From an optimization exercise on the open Yosys and OpenROAD flow, aimed at small area; shortcuts taken in it are not production practice. Where RTL was checked, it was by simulation tests only, not by an equivalence proof against the original. Function not checked in run 2: the RTL went through the layout flow alone.

==> flow/design.v (outline; a module is shown in full before it is edited, if it fits) <==
// module pdm_capture_pipeline: 1894 lines
// module fa_cell: 10 lines
// module ha_cell: 9 lines
module pdm_capture_pipeline #(
  parameter int CHANNELS   = 4,
  parameter int CIC_ORDER  = 3,
  parameter int CIC_DELAY  = 1,
  parameter int ACC_WIDTH  = 32,
  parameter int PCM_WIDTH  = 16,
  parameter int FIFO_DEPTH = 8,
  localparam int CH_W  = (CHANNELS > 1) ? $clog2(CHANNELS) : 1,
  localparam int CNT_W = $clog2(FIFO_DEPTH) + 1
) (
  input  logic                 clk_i,
  input  logic                 rst_n_i,
  input  logic                 clk_en_i,
  input  logic                 pdm_i,
  input  logic                 pdm_valid_i,
  input  logic [CH_W-1:0]      pdm_channel_i,
  input  logic [6:0]           decimation_i,
  input  logic [4:0]           norm_shift_i,
  input  logic [15:0]          gain_i,
  output logic [PCM_WIDTH-1:0] pcm_o,
  output logic [CH_W-1:0]      pcm_channel_o,
  output logic                 pcm_valid_o,
  input  logic                 pcm_ready_i,
  output logic [CNT_W-1:0]     fifo_count_o,
  output logic                 overflow_o,
  input  logic                 clear_overflow_i
);
  // ...
==> flow/flow/run.sh <==
#!/bin/bash
# The standard layout (standard.sh: the standard synthesis, then ORFS to finish) with three
# changes:
#  - Yosys's ABC technology mapping uses flow/abc_area.script (area-oriented &nf mapping, with
#    no buffering or sizing: the layout's repair steps size and buffer the netlist); the
#    ORFS scripts are copied to scripts_area/ with only that file replaced;
#  - the port buffers that global placement inserts are the smallest buffer cell;
#  - clock tree synthesis inserts no dummy loads.
# Each make run's full output goes to its own log here; ORFS keeps each step's log under
# orfs/logs/.
set -euo pipefail
rm -rf scripts_area
cp -r "$FLOW_HOME/scripts" scripts_area
cp flow/abc_area.script scripts_area/abc_area.script
export BUFFER_PORTS_ARGS="-buffer_cell sky130_fd_sc_hd__buf_1"
export CTS_ARGS="-sink_clustering_enable -repair_clock_nets -sink_clustering_size 10 -sink_clustering_max_diameter 40 -buf_list sky130_fd_sc_hd__clkbuf_4 -dont_use_dummy_load"
bash standard.sh SCRIPTS_DIR="$PWD/scripts_area" synth > flow_synth.log 2>&1
bash standard.sh finish > flow_make.log 2>&1
==> flow/flow/abc_area.script <==
strash
&get -n
&st
&dch
&nf -R 200
&put
topo
stime -c
==> flow/standard.sh <==
#!/bin/bash
# synth_recipe.tcl (not shown) runs the flow's synth.tcl, then flattens the netlist and writes it again
# the make line also repeats each setting of config.mk as NAME=value (left out here)
make -C /OpenROAD-flow-scripts/flow DESIGN_CONFIG=/design/flow/config.mk WORK_HOME=/design/flow/orfs CLKGATE_MAP_FILE= SYNTH_SCRIPT=/design/flow/synth_recipe.tcl "${@:-finish}"
==> flow/config.mk <==
export PLATFORM = sky130hd
export DESIGN_NAME = pdm_capture_pipeline
export DESIGN_NICKNAME = pdm_capture_pipeline
export VERILOG_FILES = /design/flow/design.v
export SDC_FILE = /design/flow/constraint.sdc
export NUM_CORES = 4
export LEC_CHECK = 0
export ABC_AREA = 1
export CAP_MARGIN = 20
export CORE_MARGIN = 2
export CORE_UTILIZATION = 40
export CTS_BUF_LIST = sky130_fd_sc_hd__clkbuf_8
export CTS_CLUSTER_DIAMETER = 60
export CTS_CLUSTER_SIZE = 16
export PLACE_DENSITY = 0.75
export SLEW_MARGIN = 20
export SYNTH_HIERARCHICAL = 1
export SYNTH_MINIMUM_KEEP_SIZE = 0
==> flow/constraint.sdc <==
create_clock -name core_clock -period 11.0 [get_ports {clk_i}]
set_input_delay 2.2000 -clock core_clock [delete_from_list [all_inputs] [get_ports {clk_i}]]
set_output_delay 2.2000 -clock core_clock [all_outputs]
set_load 0.01 [all_outputs]
==> flow_metrics.env, run 1 <==
export IMPL_wl_met2_um=32870
export IMPL_status="complete, no violations"
export IMPL_syn_inst=2170
export IMPL_initial_core_util_pct=40.21
export IMPL_layout_common_cells="edfxtp_1 (428), fa_1 (238), nand2_1 (217), xnor2_1 (197), a22oi_1 (172)"
export IMPL_placed_area_sq_mm=0.03112
export IMPL_critical_path_cell_count=29
export IMPL_cts_resized=0
export IMPL_min_from="r_s3_ch[0]"
export IMPL_cp_end_kind="flip-flop"
export IMPL_synthSimpleGateAreaFrac_pct=6.100
export IMPL_clock_area_share_pct=1.776
export IMPL_regToRegEndpoint="r_y[2][20]"
export IMPL_grt_start_max_net_pins=69
export IMPL_clk_pin_slew_ps=80
export IMPL_dieArea_sq_mm=0.07514
export IMPL_dr_pass1_iters=6
export IMPL_final_cell_count_no_fill=3317
export IMPL_ant_nets=0
export IMPL_hold_end="r_s4_ch[0]"
export IMPL_slowest_stage="dfxtp_1"
export IMPL_die_w_um=274.1
export IMPL_multi_input_area_sq_mm=0.01393
export IMPL_nNonClkBuffers=118
export IMPL_dp_cells=3241
export IMPL_tns_ps=0
export IMPL_seq_share_pct=46.93
export IMPL_cts_sinks=523
export IMPL_vias=18830
export IMPL_cp_slowest_stage_delay_ps=600
export IMPL_synthFlopType="edfxtp_1"
export IMPL_nonClkBufAreaFrac_pct=2.167
export IMPL_r2r_start="r_i[1]"
export IMPL_setup_viol=0
export IMPL_synth_xor_area_share_pct=7.592
export IMPL_timing_final_ws_setup_ps=345.1
export IMPL_diodes=1
export IMPL_worstPathArrival_ps=11140
export IMPL_gr_usage_met3_pct=3.293
==> run 2: changes to the inputs <==
--- a/flow/design.v
+++ b/flow/design.v
@@ -624,20 +624,16 @@
   logic c_544;
   logic c_545;
   logic c_546;
   logic c_547;
   logic c_548;
   logic c_549;
   logic c_550;
   logic c_551;
-  logic c_552;
-  logic c_553;
-  logic c_554;
-  logic c_555;
   assign c_0 = ~(r_na[0] & r_na[1]);
   assign c_1 = ~(r_na[0] & r_na[2]);
   assign c_2 = ~(r_na[0] & r_na[3]);
   assign c_3 = ~(r_na[0] & r_na[4]);
   assign c_4 = ~(r_na[0] & r_na[5]);
   assign c_5 = ~(r_na[0] & r_na[6]);
   assign c_6 = ~(r_na[1] & r_na[2]);
   assign c_7 = ~(r_na[1] & r_na[3]);
@@ -839,200 +835,192 @@
   fa_cell u_c_284 (.a(w_p2[5]), .b(c_266), .c(c_283), .s(c_284), .co(c_285));
   fa_cell u_c_286 (.a(w_p2[6]), .b(c_267), .c(c_285), .s(c_286), .co(c_287));
   fa_cell u_c_288 (.a(w_p2[7]), .b(c_268), .c(c_287), .s(c_288), .co(c_289));
   fa_cell u_c_290 (.a(w_p2[8]), .b(c_269), .c(c_289), .s(c_290), .co(c_291));
   fa_cell u_c_292 (.a(w_p2[9]), .b(c_270), .c(c_291), .s(c_292), .co(c_293));
   fa_cell u_c_294 (.a(w_p2[10]), .b(c_271), .c(c_293), .s(c_294), .co(c_295));
   fa_cell u_c_296 (.a(w_p2[11]), .b(c_272), .c(c_295), .s(c_296), .co(c_297));
   fa_cell u_c_298 (.a(w_p2[12]), .b(c_273), .c(c_297), .s(c_298), .co(c_299));
-  assign c_300 = c_299 ^ w_nx;
-  assign c_301 = ~w_p2[13];
-  assign c_302 = w_p2[13] ^ w_nx;
-  assign c_303 = c_300 ? c_301 : w_p2[13];
-  assign c_304 = w_p2[14] ^ c_302;
-  assign c_305 = c_302 & (w_p2[14] ^ w_nx);
-  assign c_306 = c_300 ? c_304 : w_p2[14];
-  assign c_307 = w_p2[15] ^ c_305;
-  assign c_308 = c_305 & (w_p2[15] ^ w_nx);
-  assign c_309 = c_300 ? c_307 : w_p2[15];
-  assign c_310 = w_p2[16] ^ c_308;
-  assign c_311 = c_308 & (w_p2[16] ^ w_nx);
-  assign c_312 = c_300 ? c_310 : w_p2[16];
-  assign c_313 = w_p2[17] ^ c_311;
-  assign c_314 = c_311 & (w_p2[17] ^ w_nx);
-  assign c_315 = c_300 ? c_313 : w_p2[17];
-  assign c_316 = w_p2[18] ^ c_314;
-  assign c_317 = c_314 & (w_p2[18] ^ w_nx);
-  assign c_318 = c_300 ? c_316 : w_p2[18];
-  assign c_319 = w_p2[19] ^ c_317;
-  assign c_320 = c_300 ? c_319 : w_p2[19];
-  assign w_sc = {c_320, c_318, c_315, c_312, c_309, c_306, c_303, c_298, c_296, c_294, c_292, c_290, c_288, c_286, c_284, c_282, c_280, c_278, c_276, c_274};
-  assign c_321 = w_p1[0] ^ w_nx;
-  assign c_322 = w_p1[1] ^ w_nx;
-  assign c_323 = w_p1[2] ^ w_nx;
-  assign c_324 = w_p1[3] ^ w_nx;
-  assign c_325 = w_p1[4] ^ w_nx;
-  assign c_326 = w_p1[5] ^ w_nx;
-  assign c_327 = w_p1[6] ^ w_nx;
-  assign c_328 = w_p1[7] ^ w_nx;
-  assign c_329 = w_p1[8] ^ w_nx;
-  assign c_330 = w_p1[9] ^ w_nx;
-  assign c_331 = w_p1[10] ^ w_nx;
-  assign c_332 = w_p1[11] ^ w_nx;
-  assign c_333 = w_p1[12] ^ w_nx;
-  assign c_334 = w_p1[13] ^ w_nx;
-  assign c_335 = w_p1[14] ^ w_nx;
-  assign c_336 = w_p1[15] ^ w_nx;
-  assign c_337 = w_p1[16] ^ w_nx;
-  assign c_338 = w_p1[17] ^ w_nx;
-  assign c_339 = w_p1[18] ^ w_nx;
-  assign c_340 = w_p1[19] ^ w_nx;
-  assign c_341 = w_p1[20] ^ w_nx;
-  assign c_342 = w_p1[21] ^ w_nx;
-  assign c_343 = w_r[0] & w_r[1];
-  assign c_344 = w_r[0] & w_r[2];
-  assign c_345 = w_r[0] & w_r[3];
-  assign c_346 = w_r[0] & w_r[4];
-  assign c_347 = w_r[0] & w_r[5];
-  assign c_348 = w_r[0] & w_r[6];
-  assign c_349 = w_r[1] & w_r[2];
-  assign c_350 = w_r[1] & w_r[3];
-  assign c_351 = w_r[1] & w_r[4];
-  assign c_352 = w_r[1] & w_r[5];
-  assign c_353 = w_r[1] & w_r[6];
-  assign c_354 = w_r[2] & w_r[3];
-  assign c_355 = w_r[2] & w_r[4];
-  assign c_356 = w_r[2] & w_r[5];
-  assign c_357 = w_r[2] & w_r[6];
-  assign c_358 = w_r[3] & w_r[4];
-  assign c_359 = w_r[3] & w_r[5];
-  assign c_360 = w_r[3] & w_r[6];
-  assign c_361 = w_r[4] & w_r[5];
-  assign c_362 = w_r[4] & w_r[6];
-  assign c_363 = w_r[5] & w_r[6];
-  ha_cell u_c_364 (.a(c_327), .b(c_347), .s(c_364), .co(c_365));
-  ha_cell u_c_366 (.a(c_328), .b(c_348), .s(c_366), .co(c_367));
-  fa_cell u_c_368 (.a(c_329), .b(c_353), .c(c_356), .s(c_368), .co(c_369));
-  ha_cell u_c_370 (.a(c_323), .b(c_343), .s(c_370), .co(c_371));
-  ha_cell u_c_372 (.a(c_324), .b(c_344), .s(c_372), .co(c_373));
-  fa_cell u_c_374 (.a(c_325), .b(c_345), .c(c_349), .s(c_374), .co(c_375));
-  ha_cell u_c_376 (.a(w_r[2]), .b(c_82), .s(c_376), .co(c_377));
-  fa_cell u_c_378 (.a(c_326), .b(c_346), .c(c_350), .s(c_378), .co(c_379));
-  ha_cell u_c_380 (.a(c_84), .b(c_180), .s(c_380), .co(c_381));
-  fa_cell u_c_382 (.a(c_351), .b(c_354), .c(w_r[3]), .s(c_382), .co(c_383));
-  fa_cell u_c_384 (.a(c_86), .b(c_182), .c(c_364), .s(c_384), .co(c_385));
-  fa_cell u_c_386 (.a(c_352), .b(c_355), .c(c_88), .s(c_386), .co(c_387));
-  fa_cell u_c_388 (.a(c_184), .b(c_365), .c(c_366), .s(c_388), .co(c_389));
-  fa_cell u_c_390 (.a(c_358), .b(w_r[4]), .c(c_90), .s(c_390), .co(c_391));
-  fa_cell u_c_392 (.a(c_186), .b(c_367), .c(c_368), .s(c_392), .co(c_393));
-  fa_cell u_c_394 (.a(c_330), .b(c_357), .c(c_359), .s(c_394), .co(c_395));
-  fa_cell u_c_396 (.a(c_92), .b(c_188), .c(c_369), .s(c_396), .co(c_397));
-  fa_cell u_c_398 (.a(c_331), .b(c_360), .c(c_361), .s(c_398), .co(c_399));
-  fa_cell u_c_400 (.a(w_r[5]), .b(c_94), .c(c_190), .s(c_400), .co(c_401));
-  fa_cell u_c_402 (.a(c_332), .b(c_362), .c(c_96), .s(c_402), .co(c_403));
-  fa_cell u_c_404 (.a(c_333), .b(c_363), .c(w_r[6]), .s(c_404), .co(c_405));
-  ha_cell u_c_406 (.a(c_321), .b(w_r[0]), .s(c_406), .co(c_407));
-  fa_cell u_c_408 (.a(c_322), .b(c_76), .c(c_172), .s(c_408), .co(c_409));
-  fa_cell u_c_410 (.a(w_r[1]), .b(c_78), .c(c_174), .s(c_410), .co(c_411));
-  fa_cell u_c_412 (.a(c_80), .b(c_176), .c(c_371), .s(c_412), .co(c_413));
-  fa_cell u_c_414 (.a(c_178), .b(c_373), .c(c_374), .s(c_414), .co(c_415));
-  fa_cell u_c_416 (.a(c_375), .b(c_377), .c(c_378), .s(c_416), .co(c_417));
-  fa_cell u_c_418 (.a(c_379), .b(c_381), .c(c_382), .s(c_418), .co(c_419));
-  fa_cell u_c_420 (.a(c_383), .b(c_385), .c(c_386), .s(c_420), .co(c_421));
-  fa_cell u_c_422 (.a(c_387), .b(c_389), .c(c_390), .s(c_422), .co(c_423));
-  fa_cell u_c_424 (.a(c_391), .b(c_393), .c(c_394), .s(c_424), .co(c_425));
-  fa_cell u_c_426 (.a(c_395), .b(c_397), .c(c_398), .s(c_426), .co(c_427));
-  fa_cell u_c_428 (.a(c_192), .b(c_399), .c(c_401), .s(c_428), .co(c_429));
-  fa_cell u_c_430 (.a(c_98), .b(c_194), .c(c_403), .s(c_430), .co(c_431));
-  ha_cell u_c_432 (.a(c_75), .b(c_171), .s(c_432), .co(c_433));
-  assign c_434 = ~(c_407 ^ c_408);
-  assign c_435 = c_407 | c_408;
-  fa_cell u_c_436 (.a(c_370), .b(c_409), .c(c_410), .s(c_436), .co(c_437));
-  fa_cell u_c_438 (.a(c_372), .b(c_411), .c(c_412), .s(c_438), .co(c_439));
-  fa_cell u_c_440 (.a(c_376), .b(c_413), .c(c_414), .s(c_440), .co(c_441));
-  fa_cell u_c_442 (.a(c_380), .b(c_415), .c(c_416), .s(c_442), .co(c_443));
-  fa_cell u_c_444 (.a(c_384), .b(c_417), .c(c_418), .s(c_444), .co(c_445));
-  fa_cell u_c_446 (.a(c_388), .b(c_419), .c(c_420), .s(c_446), .co(c_447));
-  fa_cell u_c_448 (.a(c_392), .b(c_421), .c(c_422), .s(c_448), .co(c_449));
-  fa_cell u_c_450 (.a(c_396), .b(c_423), .c(c_424), .s(c_450), .co(c_451));
+  fa_cell u_c_300 (.a(w_p2[13]), .b(w_nx), .c(c_299), .s(c_300), .co(c_301));
+  fa_cell u_c_302 (.a(w_p2[14]), .b(w_nx), .c(c_301), .s(c_302), .co(c_303));
+  fa_cell u_c_304 (.a(w_p2[15]), .b(w_nx), .c(c_303), .s(c_304), .co(c_305));
+  fa_cell u_c_306 (.a(w_p2[16]), .b(w_nx), .c(c_305), .s(c_306), .co(c_307));
+  assign c_308 = c_307 ^ w_nx;
+  assign c_309 = ~w_p2[17];
+  assign c_310 = w_p2[17] ^ w_nx;
+  assign c_311 = c_308 ? c_309 : w_p2[17];
+  assign c_312 = w_p2[18] ^ c_310;
+  assign c_313 = c_310 & (w_p2[18] ^ w_nx);
+  assign c_314 = c_308 ? c_312 : w_p2[18];
+  assign c_315 = w_p2[19] ^ c_313;
+  assign c_316 = c_308 ? c_315 : w_p2[19];
+  assign w_sc = {c_316, c_314, c_311, c_306, c_304, c_302, c_300, c_298, c_296, c_294, c_292, c_290, c_288, c_286, c_284, c_282, c_280, c_278, c_276, c_274};
+  assign c_317 = w_p1[0] ^ w_nx;
+  assign c_318 = w_p1[1] ^ w_nx;
+  assign c_319 = w_p1[2] ^ w_nx;
+  assign c_320 = w_p1[3] ^ w_nx;
+  assign c_321 = w_p1[4] ^ w_nx;
+  assign c_322 = w_p1[5] ^ w_nx;
+  assign c_323 = w_p1[6] ^ w_nx;
+  assign c_324 = w_p1[7] ^ w_nx;
+  assign c_325 = w_p1[8] ^ w_nx;
+  assign c_326 = w_p1[9] ^ w_nx;
+  assign c_327 = w_p1[10] ^ w_nx;
+  assign c_328 = w_p1[11] ^ w_nx;
+  assign c_329 = w_p1[12] ^ w_nx;
+  assign c_330 = w_p1[13] ^ w_nx;
+  assign c_331 = w_p1[14] ^ w_nx;
+  assign c_332 = w_p1[15] ^ w_nx;
+  assign c_333 = w_p1[16] ^ w_nx;
+  assign c_334 = w_p1[17] ^ w_nx;
+  assign c_335 = w_p1[18] ^ w_nx;
+  assign c_336 = w_p1[19] ^ w_nx;
+  assign c_337 = w_p1[20] ^ w_nx;
+  assign c_338 = w_p1[21] ^ w_nx;
+  assign c_339 = w_r[0] & w_r[1];
+  assign c_340 = w_r[0] & w_r[2];
+  assign c_341 = w_r[0] & w_r[3];
+  assign c_342 = w_r[0] & w_r[4];
+  assign c_343 = w_r[0] & w_r[5];
+  assign c_344 = w_r[0] & w_r[6];
+  assign c_345 = w_r[1] & w_r[2];
+  assign c_346 = w_r[1] & w_r[3];
+  assign c_347 = w_r[1] & w_r[4];
+  assign c_348 = w_r[1] & w_r[5];
+  assign c_349 = w_r[1] & w_r[6];
+  assign c_350 = w_r[2] & w_r[3];
+  assign c_351 = w_r[2] & w_r[4];
+  assign c_352 = w_r[2] & w_r[5];
+  assign c_353 = w_r[2] & w_r[6];
+  assign c_354 = w_r[3] & w_r[4];
+  assign c_355 = w_r[3] & w_r[5];
+  assign c_356 = w_r[3] & w_r[6];
+  assign c_357 = w_r[4] & w_r[5];
+  assign c_358 = w_r[4] & w_r[6];
+  assign c_359 = w_r[5] & w_r[6];
+  ha_cell u_c_360 (.a(c_323), .b(c_343), .s(c_360), .co(c_361));
+  ha_cell u_c_362 (.a(c_324), .b(c_344), .s(c_362), .co(c_363));
+  fa_cell u_c_364 (.a(c_325), .b(c_349), .c(c_352), .s(c_364), .co(c_365));
+  ha_cell u_c_366 (.a(c_319), .b(c_339), .s(c_366), .co(c_367));
+  ha_cell u_c_368 (.a(c_320), .b(c_340), .s(c_368), .co(c_369));
+  fa_cell u_c_370 (.a(c_321), .b(c_341), .c(c_345), .s(c_370), .co(c_371));
+  ha_cell u_c_372 (.a(w_r[2]), .b(c_82), .s(c_372), .co(c_373));
+  fa_cell u_c_374 (.a(c_322), .b(c_342), .c(c_346), .s(c_374), .co(c_375));
+  ha_cell u_c_376 (.a(c_84), .b(c_180), .s(c_376), .co(c_377));
+  fa_cell u_c_378 (.a(c_347), .b(c_350), .c(w_r[3]), .s(c_378), .co(c_379));
+  fa_cell u_c_380 (.a(c_86), .b(c_182), .c(c_360), .s(c_380), .co(c_381));
+  fa_cell u_c_382 (.a(c_348), .b(c_351), .c(c_88), .s(c_382), .co(c_383));
+  fa_cell u_c_384 (.a(c_184), .b(c_361), .c(c_362), .s(c_384), .co(c_385));
+  fa_cell u_c_386 (.a(c_354), .b(w_r[4]), .c(c_90), .s(c_386), .co(c_387));
+  fa_cell u_c_388 (.a(c_186), .b(c_363), .c(c_364), .s(c_388), .co(c_389));
+  fa_cell u_c_390 (.a(c_326), .b(c_353), .c(c_355), .s(c_390), .co(c_391));
+  fa_cell u_c_392 (.a(c_92), .b(c_188), .c(c_365), .s(c_392), .co(c_393));
+  fa_cell u_c_394 (.a(c_327), .b(c_356), .c(c_357), .s(c_394), .co(c_395));
+  fa_cell u_c_396 (.a(w_r[5]), .b(c_94), .c(c_190), .s(c_396), .co(c_397));
+  fa_cell u_c_398 (.a(c_328), .b(c_358), .c(c_96), .s(c_398), .co(c_399));
+  fa_cell u_c_400 (.a(c_329), .b(c_359), .c(w_r[6]), .s(c_400), .co(c_401));
+  ha_cell u_c_402 (.a(c_317), .b(w_r[0]), .s(c_402), .co(c_403));
+  fa_cell u_c_404 (.a(c_318), .b(c_76), .c(c_172), .s(c_404), .co(c_405));
+  fa_cell u_c_406 (.a(w_r[1]), .b(c_78), .c(c_174), .s(c_406), .co(c_407));
+  fa_cell u_c_408 (.a(c_80), .b(c_176), .c(c_367), .s(c_408), .co(c_409));
+  fa_cell u_c_410 (.a(c_178), .b(c_369), .c(c_370), .s(c_410), .co(c_411));
+  fa_cell u_c_412 (.a(c_371), .b(c_373), .c(c_374), .s(c_412), .co(c_413));
+  fa_cell u_c_414 (.a(c_375), .b(c_377), .c(c_378), .s(c_414), .co(c_415));
+  fa_cell u_c_416 (.a(c_379), .b(c_381), .c(c_382), .s(c_416), .co(c_417));
+  fa_cell u_c_418 (.a(c_383), .b(c_385), .c(c_386), .s(c_418), .co(c_419));
+  fa_cell u_c_420 (.a(c_387), .b(c_389), .c(c_390), .s(c_420), .co(c_421));
+  fa_cell u_c_422 (.a(c_391), .b(c_393), .c(c_394), .s(c_422), .co(c_423));
+  fa_cell u_c_424 (.a(c_192), .b(c_395), .c(c_397), .s(c_424), .co(c_425));
+  fa_cell u_c_426 (.a(c_98), .b(c_194), .c(c_399), .s(c_426), .co(c_427));
+  ha_cell u_c_428 (.a(c_75), .b(c_171), .s(c_428), .co(c_429));
+  assign c_430 = ~(c_403 ^ c_404);
+  assign c_431 = c_403 | c_404;
+  fa_cell u_c_432 (.a(c_366), .b(c_405), .c(c_406), .s(c_432), .co(c_433));
+  fa_cell u_c_434 (.a(c_368), .b(c_407), .c(c_408), .s(c_434), .co(c_435));
+  fa_cell u_c_436 (.a(c_372), .b(c_409), .c(c_410), .s(c_436), .co(c_437));
+  fa_cell u_c_438 (.a(c_376), .b(c_411), .c(c_412), .s(c_438), .co(c_439));
+  fa_cell u_c_440 (.a(c_380), .b(c_413), .c(c_414), .s(c_440), .co(c_441));
+  fa_cell u_c_442 (.a(c_384), .b(c_415), .c(c_416), .s(c_442), .co(c_443));
+  fa_cell u_c_444 (.a(c_388), .b(c_417), .c(c_418), .s(c_444), .co(c_445));
+  fa_cell u_c_446 (.a(c_392), .b(c_419), .c(c_420), .s(c_446), .co(c_447));
+  fa_cell u_c_448 (.a(c_396), .b(c_421), .c(c_422), .s(c_448), .co(c_449));
+  fa_cell u_c_450 (.a(c_398), .b(c_423), .c(c_424), .s(c_450), .co(c_451));
   fa_cell u_c_452 (.a(c_400), .b(c_425), .c(c_426), .s(c_452), .co(c_453));
-  fa_cell u_c_454 (.a(c_402), .b(c_427), .c(c_428), .s(c_454), .co(c_455));
-  fa_cell u_c_456 (.a(c_404), .b(c_429), .c(c_430), .s(c_456), .co(c_457));
-  fa_cell u_c_458 (.a(c_334), .b(c_405), .c(c_431), .s(c_458), .co(c_459));
+  fa_cell u_c_454 (.a(c_330), .b(c_401), .c(c_427), .s(c_454), .co(c_455));
+  assign c_456 = ~c_331;
+  assign c_457 = ~c_332;
+  assign c_458 = ~c_333;
+  assign c_459 = ~c_334;
   assign c_460 = ~c_335;
   assign c_461 = ~c_336;
   assign c_462 = ~c_337;
   assign c_463 = ~c_338;
-  assign c_464 = ~c_339;
-  assign c_465 = ~c_340;
-  assign c_466 = ~c_341;
-  assign c_467 = ~c_342;
-  ha_cell u_c_468 (.a(c_406), .b(c_432), .s(c_468), .co(c_469));
+  ha_cell u_c_464 (.a(c_402), .b(c_428), .s(c_464), .co(c_465));
+  fa_cell u_c_466 (.a(c_429), .b(c_430), .c(c_465), .s(c_466), .co(c_467));
+  fa_cell u_c_468 (.a(c_431), .b(c_432), .c(c_467), .s(c_468), .co(c_469));
   fa_cell u_c_470 (.a(c_433), .b(c_434), .c(c_469), .s(c_470), .co(c_471));
   fa_cell u_c_472 (.a(c_435), .b(c_436), .c(c_471), .s(c_472), .co(c_473));
   fa_cell u_c_474 (.a(c_437), .b(c_438), .c(c_473), .s(c_474), .co(c_475));
   fa_cell u_c_476 (.a(c_439), .b(c_440), .c(c_475), .s(c_476), .co(c_477));
   fa_cell u_c_478 (.a(c_441), .b(c_442), .c(c_477), .s(c_478), .co(c_479));
   fa_cell u_c_480 (.a(c_443), .b(c_444), .c(c_479), .s(c_480), .co(c_481));
   fa_cell u_c_482 (.a(c_445), .b(c_446), .c(c_481), .s(c_482), .co(c_483));
   fa_cell u_c_484 (.a(c_447), .b(c_448), .c(c_483), .s(c_484), .co(c_485));
   fa_cell u_c_486 (.a(c_449), .b(c_450), .c(c_485), .s(c_486), .co(c_487));
   fa_cell u_c_488 (.a(c_451), .b(c_452), .c(c_487), .s(c_488), .co(c_489));
   fa_cell u_c_490 (.a(c_453), .b(c_454), .c(c_489), .s(c_490), .co(c_491));
-  fa_cell u_c_492 (.a(c_455), .b(c_456), .c(c_491), .s(c_492), .co(c_493));
-  fa_cell u_c_494 (.a(c_457), .b(c_458), .c(c_493), .s(c_494), .co(c_495));
-  ha_cell u_c_496 (.a(c_459), .b(c_460), .s(c_496), .co(c_497));
-  fa_cell u_c_498 (.a(c_335), .b(c_461), .c(c_497), .s(c_498), .co(c_499));
-  fa_cell u_c_500 (.a(c_336), .b(c_462), .c(c_499), .s(c_500), .co(c_501));
-  fa_cell u_c_502 (.a(c_337), .b(c_463), .c(c_501), .s(c_502), .co(c_503));
-  fa_cell u_c_504 (.a(c_338), .b(c_464), .c(c_503), .s(c_504), .co(c_505));
-  fa_cell u_c_506 (.a(c_339), .b(c_465), .c(c_505), .s(c_506), .co(c_507));
-  fa_cell u_c_508 (.a(c_340), .b(c_466), .c(c_507), .s(c_508), .co(c_509));
-  assign c_510 = c_341 ^ c_467 ^ c_509;
-  assign c_511 = ~(c_459 ^ c_460);
-  assign c_512 = c_459 | c_460;
-  fa_cell u_c_513 (.a(c_335), .b(c_461), .c(c_512), .s(c_513), .co(c_514));
-  fa_cell u_c_515 (.a(c_336), .b(c_462), .c(c_514), .s(c_515), .co(c_516));
-  fa_cell u_c_517 (.a(c_337), .b(c_463), .c(c_516), .s(c_517), .co(c_518));
-  fa_cell u_c_519 (.a(c_338), .b(c_464), .c(c_518), .s(c_519), .co(c_520));
-  fa_cell u_c_521 (.a(c_339), .b(c_465), .c(c_520), .s(c_521), .co(c_522));
-  fa_cell u_c_523 (.a(c_340), .b(c_466), .c(c_522), .s(c_523), .co(c_524));
-  assign c_525 = c_341 ^ c_467 ^ c_524;
-  assign c_526 = c_495 ? c_511 : c_496;
-  assign c_527 = c_495 ? c_513 : c_498;
-  assign c_528 = c_495 ? c_515 : c_500;
-  assign c_529 = c_495 ? c_517 : c_502;
-  assign c_530 = c_495 ? c_519 : c_504;
-  assign c_531 = c_495 ? c_521 : c_506;
-  assign c_532 = c_495 ? c_523 : c_508;
-  assign c_533 = c_495 ? c_525 : c_510;
-  assign c_534 = c_468 ^ w_nx;
-  assign c_535 = c_470 ^ w_nx;
-  assign c_536 = c_472 ^ w_nx;
-  assign c_537 = c_474 ^ w_nx;
-  assign c_538 = c_476 ^ w_nx;
-  assign c_539 = c_478 ^ w_nx;
-  assign c_540 = c_480 ^ w_nx;
-  assign c_541 = c_482 ^ w_nx;
-  assign c_542 = c_484 ^ w_nx;
-  assign c_543 = c_486 ^ w_nx;
-  assign c_544 = c_488 ^ w_nx;
-  assign c_545 = c_490 ^ w_nx;
-  assign c_546 = c_492 ^ w_nx;
-  assign c_547 = c_494 ^ w_nx;
+  ha_cell u_c_492 (.a(c_455), .b(c_456), .s(c_492), .co(c_493));
+  fa_cell u_c_494 (.a(c_331), .b(c_457), .c(c_493), .s(c_494), .co(c_495));
+  fa_cell u_c_496 (.a(c_332), .b(c_458), .c(c_495), .s(c_496), .co(c_497));
+  fa_cell u_c_498 (.a(c_333), .b(c_459), .c(c_497), .s(c_498), .co(c_499));
+  fa_cell u_c_500 (.a(c_334), .b(c_460), .c(c_499), .s(c_500), .co(c_501));
+  fa_cell u_c_502 (.a(c_335), .b(c_461), .c(c_501), .s(c_502), .co(c_503));
+  fa_cell u_c_504 (.a(c_336), .b(c_462), .c(c_503), .s(c_504), .co(c_505));
+  assign c_506 = c_337 ^ c_463 ^ c_505;
+  assign c_507 = ~(c_455 ^ c_456);
+  assign c_508 = c_455 | c_456;
+  fa_cell u_c_509 (.a(c_331), .b(c_457), .c(c_508), .s(c_509), .co(c_510));
+  fa_cell u_c_511 (.a(c_332), .b(c_458), .c(c_510), .s(c_511), .co(c_512));
+  fa_cell u_c_513 (.a(c_333), .b(c_459), .c(c_512), .s(c_513), .co(c_514));
+  fa_cell u_c_515 (.a(c_334), .b(c_460), .c(c_514), .s(c_515), .co(c_516));
+  fa_cell u_c_517 (.a(c_335), .b(c_461), .c(c_516), .s(c_517), .co(c_518));
+  fa_cell u_c_519 (.a(c_336), .b(c_462), .c(c_518), .s(c_519), .co(c_520));
+  assign c_521 = c_337 ^ c_463 ^ c_520;
+  assign c_522 = c_491 ? c_507 : c_492;
+  assign c_523 = c_491 ? c_509 : c_494;
+  assign c_524 = c_491 ? c_511 : c_496;
+  assign c_525 = c_491 ? c_513 : c_498;
+  assign c_526 = c_491 ? c_515 : c_500;
+  assign c_527 = c_491 ? c_517 : c_502;
+  assign c_528 = c_491 ? c_519 : c_504;
+  assign c_529 = c_491 ? c_521 : c_506;
+  assign c_530 = c_464 ^ w_nx;
+  assign c_531 = c_466 ^ w_nx;
+  assign c_532 = c_468 ^ w_nx;
+  assign c_533 = c_470 ^ w_nx;
+  assign c_534 = c_472 ^ w_nx;
+  assign c_535 = c_474 ^ w_nx;
+  assign c_536 = c_476 ^ w_nx;
+  assign c_537 = c_478 ^ w_nx;
+  assign c_538 = c_480 ^ w_nx;
+  assign c_539 = c_482 ^ w_nx;
+  assign c_540 = c_484 ^ w_nx;
+  assign c_541 = c_486 ^ w_nx;
+  assign c_542 = c_488 ^ w_nx;
+  assign c_543 = c_490 ^ w_nx;
+  assign c_544 = c_522 ^ w_nx;
+  assign c_545 = c_523 ^ w_nx;
+  assign c_546 = c_524 ^ w_nx;
+  assign c_547 = c_525 ^ w_nx;
   assign c_548 = c_526 ^ w_nx;
   assign c_549 = c_527 ^ w_nx;
   assign c_550 = c_528 ^ w_nx;
   assign c_551 = c_529 ^ w_nx;
-  assign c_552 = c_530 ^ w_nx;
-  assign c_553 = c_531 ^ w_nx;
-  assign c_554 = c_532 ^ w_nx;
-  assign c_555 = c_533 ^ w_nx;
-  assign w_sb = {c_555, c_554, c_553, c_552, c_551, c_550, c_549, c_548, c_547, c_546, c_545, c_544, c_543, c_542, c_541, c_540, c_539, c_538, c_537, c_536, c_535, c_534};
+  assign w_sb = {c_551, c_550, c_549, c_548, c_547, c_546, c_545, c_544, c_543, c_542, c_541, c_540, c_539, c_538, c_537, c_536, c_535, c_534, c_533, c_532, c_531, c_530};
   always_ff @(posedge clk_i or negedge rst_n_i) begin
     if (!rst_n_i) begin
       r_live     <= '0;
       r_in_sel   <= '0;
       r_s2_valid <= 1'b0;
     end else if (!clk_en_i) begin
       r_live     <= '0;
       r_in_sel   <= '0;
@@ -1495,19 +1483,16 @@
   logic m_426;
   logic m_427;
   logic m_428;
   logic m_429;
   logic m_430;
   logic m_431;
   logic m_432;
   logic m_433;
-  logic m_434;
-  logic m_435;
-  logic m_436;
   assign m_0 = r_s3_data[0] ^ 1'b0;
   assign m_1 = (r_s3_data[1] & ~r_s3_data[0] & ~1'b0) | (~r_s3_data[1] & r_s3_data[0] & 1'b0);
   assign m_2 = (m_0 & gain_i[0]) ^ r_s3_data[1];
   assign m_3 = ((m_0 & gain_i[1]) | (m_1 & gain_i[0])) ^ r_s3_data[1];
   assign m_4 = ((m_0 & gain_i[2]) | (m_1 & gain_i[1])) ^ r_s3_data[1];
   assign m_5 = ((m_0 & gain_i[3]) | (m_1 & gain_i[2])) ^ r_s3_data[1];
   assign m_6 = ((m_0 & gain_i[4]) | (m_1 & gain_i[3])) ^ r_s3_data[1];
   assign m_7 = ((m_0 & gain_i[5]) | (m_1 & gain_i[4])) ^ r_s3_data[1];
@@ -1793,36 +1778,34 @@
   fa_cell u_m_393 (.a(m_348), .b(m_349), .c(m_392), .s(m_393), .co(m_394));
   fa_cell u_m_395 (.a(m_350), .b(m_351), .c(m_394), .s(m_395), .co(m_396));
   fa_cell u_m_397 (.a(m_352), .b(m_353), .c(m_396), .s(m_397), .co(m_398));
   fa_cell u_m_399 (.a(m_354), .b(m_355), .c(m_398), .s(m_399), .co(m_400));
   fa_cell u_m_401 (.a(m_356), .b(m_357), .c(m_400), .s(m_401), .co(m_402));
   fa_cell u_m_403 (.a(m_358), .b(m_359), .c(m_402), .s(m_403), .co(m_404));
   fa_cell u_m_405 (.a(m_360), .b(m_361), .c(m_404), .s(m_405), .co(m_406));
   fa_cell u_m_407 (.a(m_362), .b(m_363), .c(m_406), .s(m_407), .co(m_408));
-  ha_cell u_m_409 (.a(m_364), .b(m_365), .s(m_409), .co(m_410));
-  fa_cell u_m_411 (.a(m_366), .b(m_367), .c(m_410), .s(m_411), .co(m_412));
+  fa_cell u_m_409 (.a(m_364), .b(m_365), .c(m_408), .s(m_409), .co(m_410));
+  ha_cell u_m_411 (.a(m_366), .b(m_367), .s(m_411), .co(m_412));
   fa_cell u_m_413 (.a(m_368), .b(m_369), .c(m_412), .s(m_413), .co(m_414));
   fa_cell u_m_415 (.a(m_370), .b(m_371), .c(m_414), .s(m_415), .co(m_416));
   fa_cell u_m_417 (.a(m_372), .b(m_373), .c(m_416), .s(m_417), .co(m_418));
   assign m_419 = m_151 ^ m_150 ^ m_418;
-  assign m_420 = ~(m_364 ^ m_365);
-  assign m_421 = m_364 | m_365;
-  fa_cell u_m_422 (.a(m_366), .b(m_367), .c(m_421), .s(m_422), .co(m_423));
-  fa_cell u_m_424 (.a(m_368), .b(m_369), .c(m_423), .s(m_424), .co(m_425));
-  fa_cell u_m_426 (.a(m_370), .b(m_371), .c(m_425), .s(m_426), .co(m_427));
-  fa_cell u_m_428 (.a(m_372), .b(m_373), .c(m_427), .s(m_428), .co(m_429));
-  assign m_430 = m_151 ^ m_150 ^ m_429;
-  assign m_431 = m_408 ? m_420 : m_409;
-  assign m_432 = m_408 ? m_422 : m_411;
-  assign m_433 = m_408 ? m_424 : m_413;
-  assign m_434 = m_408 ? m_426 : m_415;
-  assign m_435 = m_408 ? m_428 : m_417;
-  assign m_436 = m_408 ? m_430 : m_419;
-  assign w_round = {m_436, m_435, m_434, m_433, m_432, m_431, m_407, m_405, m_403, m_401, m_399, m_397, m_395, m_393, m_391, m_389};
+  assign m_420 = ~(m_366 ^ m_367);
+  assign m_421 = m_366 | m_367;
+  fa_cell u_m_422 (.a(m_368), .b(m_369), .c(m_421), .s(m_422), .co(m_423));
+  fa_cell u_m_424 (.a(m_370), .b(m_371), .c(m_423), .s(m_424), .co(m_425));
+  fa_cell u_m_426 (.a(m_372), .b(m_373), .c(m_425), .s(m_426), .co(m_427));
+  assign m_428 = m_151 ^ m_150 ^ m_427;
+  assign m_429 = m_410 ? m_420 : m_411;
+  assign m_430 = m_410 ? m_422 : m_413;
+  assign m_431 = m_410 ? m_424 : m_415;
+  assign m_432 = m_410 ? m_426 : m_417;
+  assign m_433 = m_410 ? m_428 : m_419;
+  assign w_round = {m_433, m_432, m_431, m_430, m_429, m_409, m_407, m_405, m_403, m_401, m_399, m_397, m_395, m_393, m_391, m_389};
   always_comb begin
     w_sh4 = norm_shift_i[4] ? {{16{r_s2_data[SW-1]}}, r_s2_data[SW-1:16]} : r_s2_data;
     w_sh3 = norm_shift_i[3] ? {{8{w_sh4[SW-1]}}, w_sh4[SW-1:8]} : w_sh4;
     w_sh2 = norm_shift_i[2] ? {{4{w_sh3[SW-1]}}, w_sh3[SW-1:4]} : w_sh3;
     w_sh1 = norm_shift_i[1] ? w_sh2[18:2] : w_sh2[16:0];
     w_sh0 = norm_shift_i[0] ? w_sh1[16:1] : w_sh1[15:0];
     w_ovf = 1'b0;
     for (int k = 0; k < SW - 16; k++)
==> flow_metrics.env, run 2 <==
export IMPL_clockRootBuffer="clkbuf_4"
export IMPL_synthTopCellsByCount="edfxtp_1 (428), fa_1 (242), nand2_1 (213)"
export IMPL_dieArea_sq_mm=0.07497
export IMPL_h_tree_depth=3
export IMPL_drv_cap=0
export IMPL_die_w_um=273.8
export IMPL_synth_compound_area_share_pct=12.67
export IMPL_synth_fa_ha_area_share_pct=20.37
export IMPL_path_class="reg2reg"
export IMPL_timing_final_ws_setup_ps=336.4
export IMPL_grt_busiest_layer="met2"
export IMPL_drc=0
export IMPL_num_rows=98
export IMPL_drt_iter0_markers=2092
export IMPL_post_cts_buffers=0
export IMPL_muxShareOfSynthArea_pct=0.9582
export IMPL_ys_ff_latch=523
export IMPL_clk_latency_ps=850
export IMPL_initial_core_util_pct=40.59
export IMPL_core_area_sq_mm=0.07173
export IMPL_use_met1_pct=23.71
export IMPL_finalMaxSlewViolations=0
export IMPL_synthFlopType="edfxtp_1"
export IMPL_synth_avg_cell_area_sq_um=13.41
export IMPL_use_met2_pct=31.64
export IMPL_critPathBufInv=3
export IMPL_setup_viol=0
export IMPL_crit_fanout=11
export IMPL_clockBufferDepth=3
export IMPL_dr_pass1_iters=7
export IMPL_cp_slowest_stage_delay_ps=620
export IMPL_rr_worst_depth=30
export IMPL_syn_inst=2171
export IMPL_dp_hpwl_um=46990
export IMPL_drive_above_1_share_pct=7.284
export IMPL_post_place_ws_ps=312.1
export IMPL_ys_warn_count=11
export IMPL_ioPinCount=61
export IMPL_period_minus_slack_ps=10660
export IMPL_tns_ps=0
export IMPL_worstPathArrival_ps=11140
export IMPL_synth_xor_area_share_pct=7.369
export IMPL_synth_nets=2536
export IMPL_ctsHoldBuffers=0
export IMPL_cp_top_family="adder cells"
export IMPL_slowest_stage="dfxtp_1"
export IMPL_synth_async_reset_ratio_pct=3.824
export IMPL_track_usage_pct=18.45
export IMPL_synth_top_family_by_area="adder cells"
export IMPL_fin_nets=2742
export IMPL_synthSimpleGateAreaFrac_pct=6.020
export IMPL_cp_end_kind="flip-flop"
export IMPL_grt_start_max_net_pins=55
export IMPL_antenna_found_initial=5
export IMPL_start_kind="flip-flop"
export IMPL_largest_reg_flops=128
export IMPL_rsz0062_at_grt="no"
export IMPL_maxSlewHeadroom_pct=29.27
export IMPL_hold_class="reg2reg"
export IMPL_cp_required_ps=11480
export IMPL_vias=19040
export IMPL_dp_cells=3253
export IMPL_wl_um=68840
export IMPL_post_synth_num_cell_types=46
export IMPL_final_common_cell="edfxtp_1"
export IMPL_worst_slew_pin_slew_ps=1060
export IMPL_synthTopCellsByArea="edfxtp_1 (44%), fa_1 (17%), xnor2_1 (5.7%)"
export IMPL_wire_per_inst_um=20.69
export IMPL_synth_most_common_cell="edfxtp_1"
export IMPL_chipHeight_um=273.8
export IMPL_routabilityCongestion=0.9251
export IMPL_final_cell_count_no_fill=3327
export IMPL_hold_path_depth=0
export IMPL_period_share_pct=96.94
export IMPL_syn_to_final_growth_pct=8.899
export IMPL_layout_common_cells="edfxtp_1 (428), fa_1 (242), nand2_1 (213), a22oi_1 (198), xnor2_1 (191)"
export IMPL_grt_pass1_vias=19550
export IMPL_gr_total_overflow=0
export IMPL_hold_ws_ps=279.4
export IMPL_ant_nets=0
export IMPL_post_route_util_pct=44.21
export IMPL_seq_area_frac_synth_pct=51.01
export IMPL_gr_usage_met3_pct=3.447
export IMPL_fmax_mhz=93.78
export IMPL_yosys_area_top_type="edfxtp_1"
export IMPL_cts_inserted_buffers=72
export IMPL_synth_edff_count=428
export IMPL_yosysTopAreaCellShare_pct=44.14
export IMPL_io_buffers=60
export IMPL_cts_sinks=523
export IMPL_synthesis_area_sq_mm=0.02912
export IMPL_critical_path_cell_count=30
export IMPL_hold_viol=0
export IMPL_cts_tree="built"
export IMPL_status="complete, no violations"
export IMPL_skew_ps=132.9
export IMPL_clk_pin_slew_ps=100
export IMPL_grt_pass1_wl_um=108300
export IMPL_cpMostUsedCell="fa_1"
export IMPL_vias_per_cell=5.721
[run 2: area by class of cell]
type | count | area (sq um)
inverter | 118 | 442.9
antenna | 2 | 5.005
tap | 950 | 1189
timing repair buffer | 138 | 810.8
fill | 6465 | 40020
multi-input combinational | 1524 | 13850
sequential | 523 | 14880
clock buffer | 72 | 540.5
[run 2: path summary, 6_finish.rpt]
| path | slack, ps | startpoint | end |
|---|---|---|---|
| setup reg to reg | 340 | r_i[1] | r_p1[1][21] |
| max in group asynchronous | 9300 | rst_n_i | r_in_sel[3] |
| hold / removal | 280 | r_s3_ch[1] | r_s4_ch[1] |
| setup / recovery | 340 | r_i[1] | r_p1[1][21] |
| hold reg to reg | 280 | r_s3_ch[1] | r_s4_ch[1] |
| min in group asynchronous | 1390 | rst_n_i | r_in_sel[1] |
[run 2: stage by stage]
| step | instance area, sq um |
|---|---|
| 3_5_place_dp | 31160 |
| 6_report | 31710 |
| 3_3_place_gp | 31160 |
| 4_1_cts | 31700 |
| 2_1_floorplan | 29120 |
| 5_1_grt | 31710 |
[run 2: routing by layer]
layer,wire length (um),vias to the layer above
met3,5180,147
met5,23,-
met1,27740,9586
met2,34070,799
li1,-,8499
met4,1815,4
[run 2: cells by family (layout without fill, tap and decap cells)]
group,after synthesis,count (layout)
other cells,0,2
mux,25,25
flops,523,523
buf+inv,124,328
fa+ha+maj,329,329
xor+xnor,245,245
compound gates,527,527
simple gates,398,398
[run 2: timing repair]
action	in CTS	in global routing
endpoints found under the setup margin	0	12
gates resized for setup	0	5
hold endpoints to repair	0	0
[run 2: modules after synthesis, one instance, submodules excluded]
module                cell area (sq um)  cells  flops+latches  copies in the design
pdm_capture_pipeline              23690   1881            523                     1
fa_cell                           20.02      1              0                   240
ha_cell                           12.51      1              0                    50
[run 2: worst reg2reg max path, delay by kind of cell, from the launching register on]
kind	cells	cell delay, ps
multiplexers	1	190
flip-flops	1	620
buffers and inverters	3	290
adder cells (fa/ha/maj)	22	8460
AO/OA/AOI/OAI	1	150
XOR/XNOR	3	610

==> afterwards: timing with drivers on the ports <==
No port has a modelled driver above. Below, the same layouts with a new extraction and two added sets of constraints. Step 1 (the two cells are an assumption about what drives the block):
set clk [get_ports {clk_i}]
set_driving_cell -lib_cell sky130_fd_sc_hd__clkbuf_16 $clk
set_driving_cell -lib_cell sky130_fd_sc_hd__buf_2 [delete_from_list [all_inputs] $clk]
Step 2 adds t to the input delays and takes it off the output delays; t is the mean of the earliest and latest rising clock arrival at the registers after step 1. Input paths then give back, and output paths get back, about the clock's delay inside the block. a / b / c = no drivers / after step 1 / after step 2; a / b = the first two.
run	shift t [ns]	slack for setup (ns)	worst data-port slew with drivers (ns)
run 1	0.834	0.345 / 0.345 / 0.345	0.13
run 2	0.857	0.336 / 0.336 / 0.336	0.13
After both steps setup and hold are still met in every run listed.
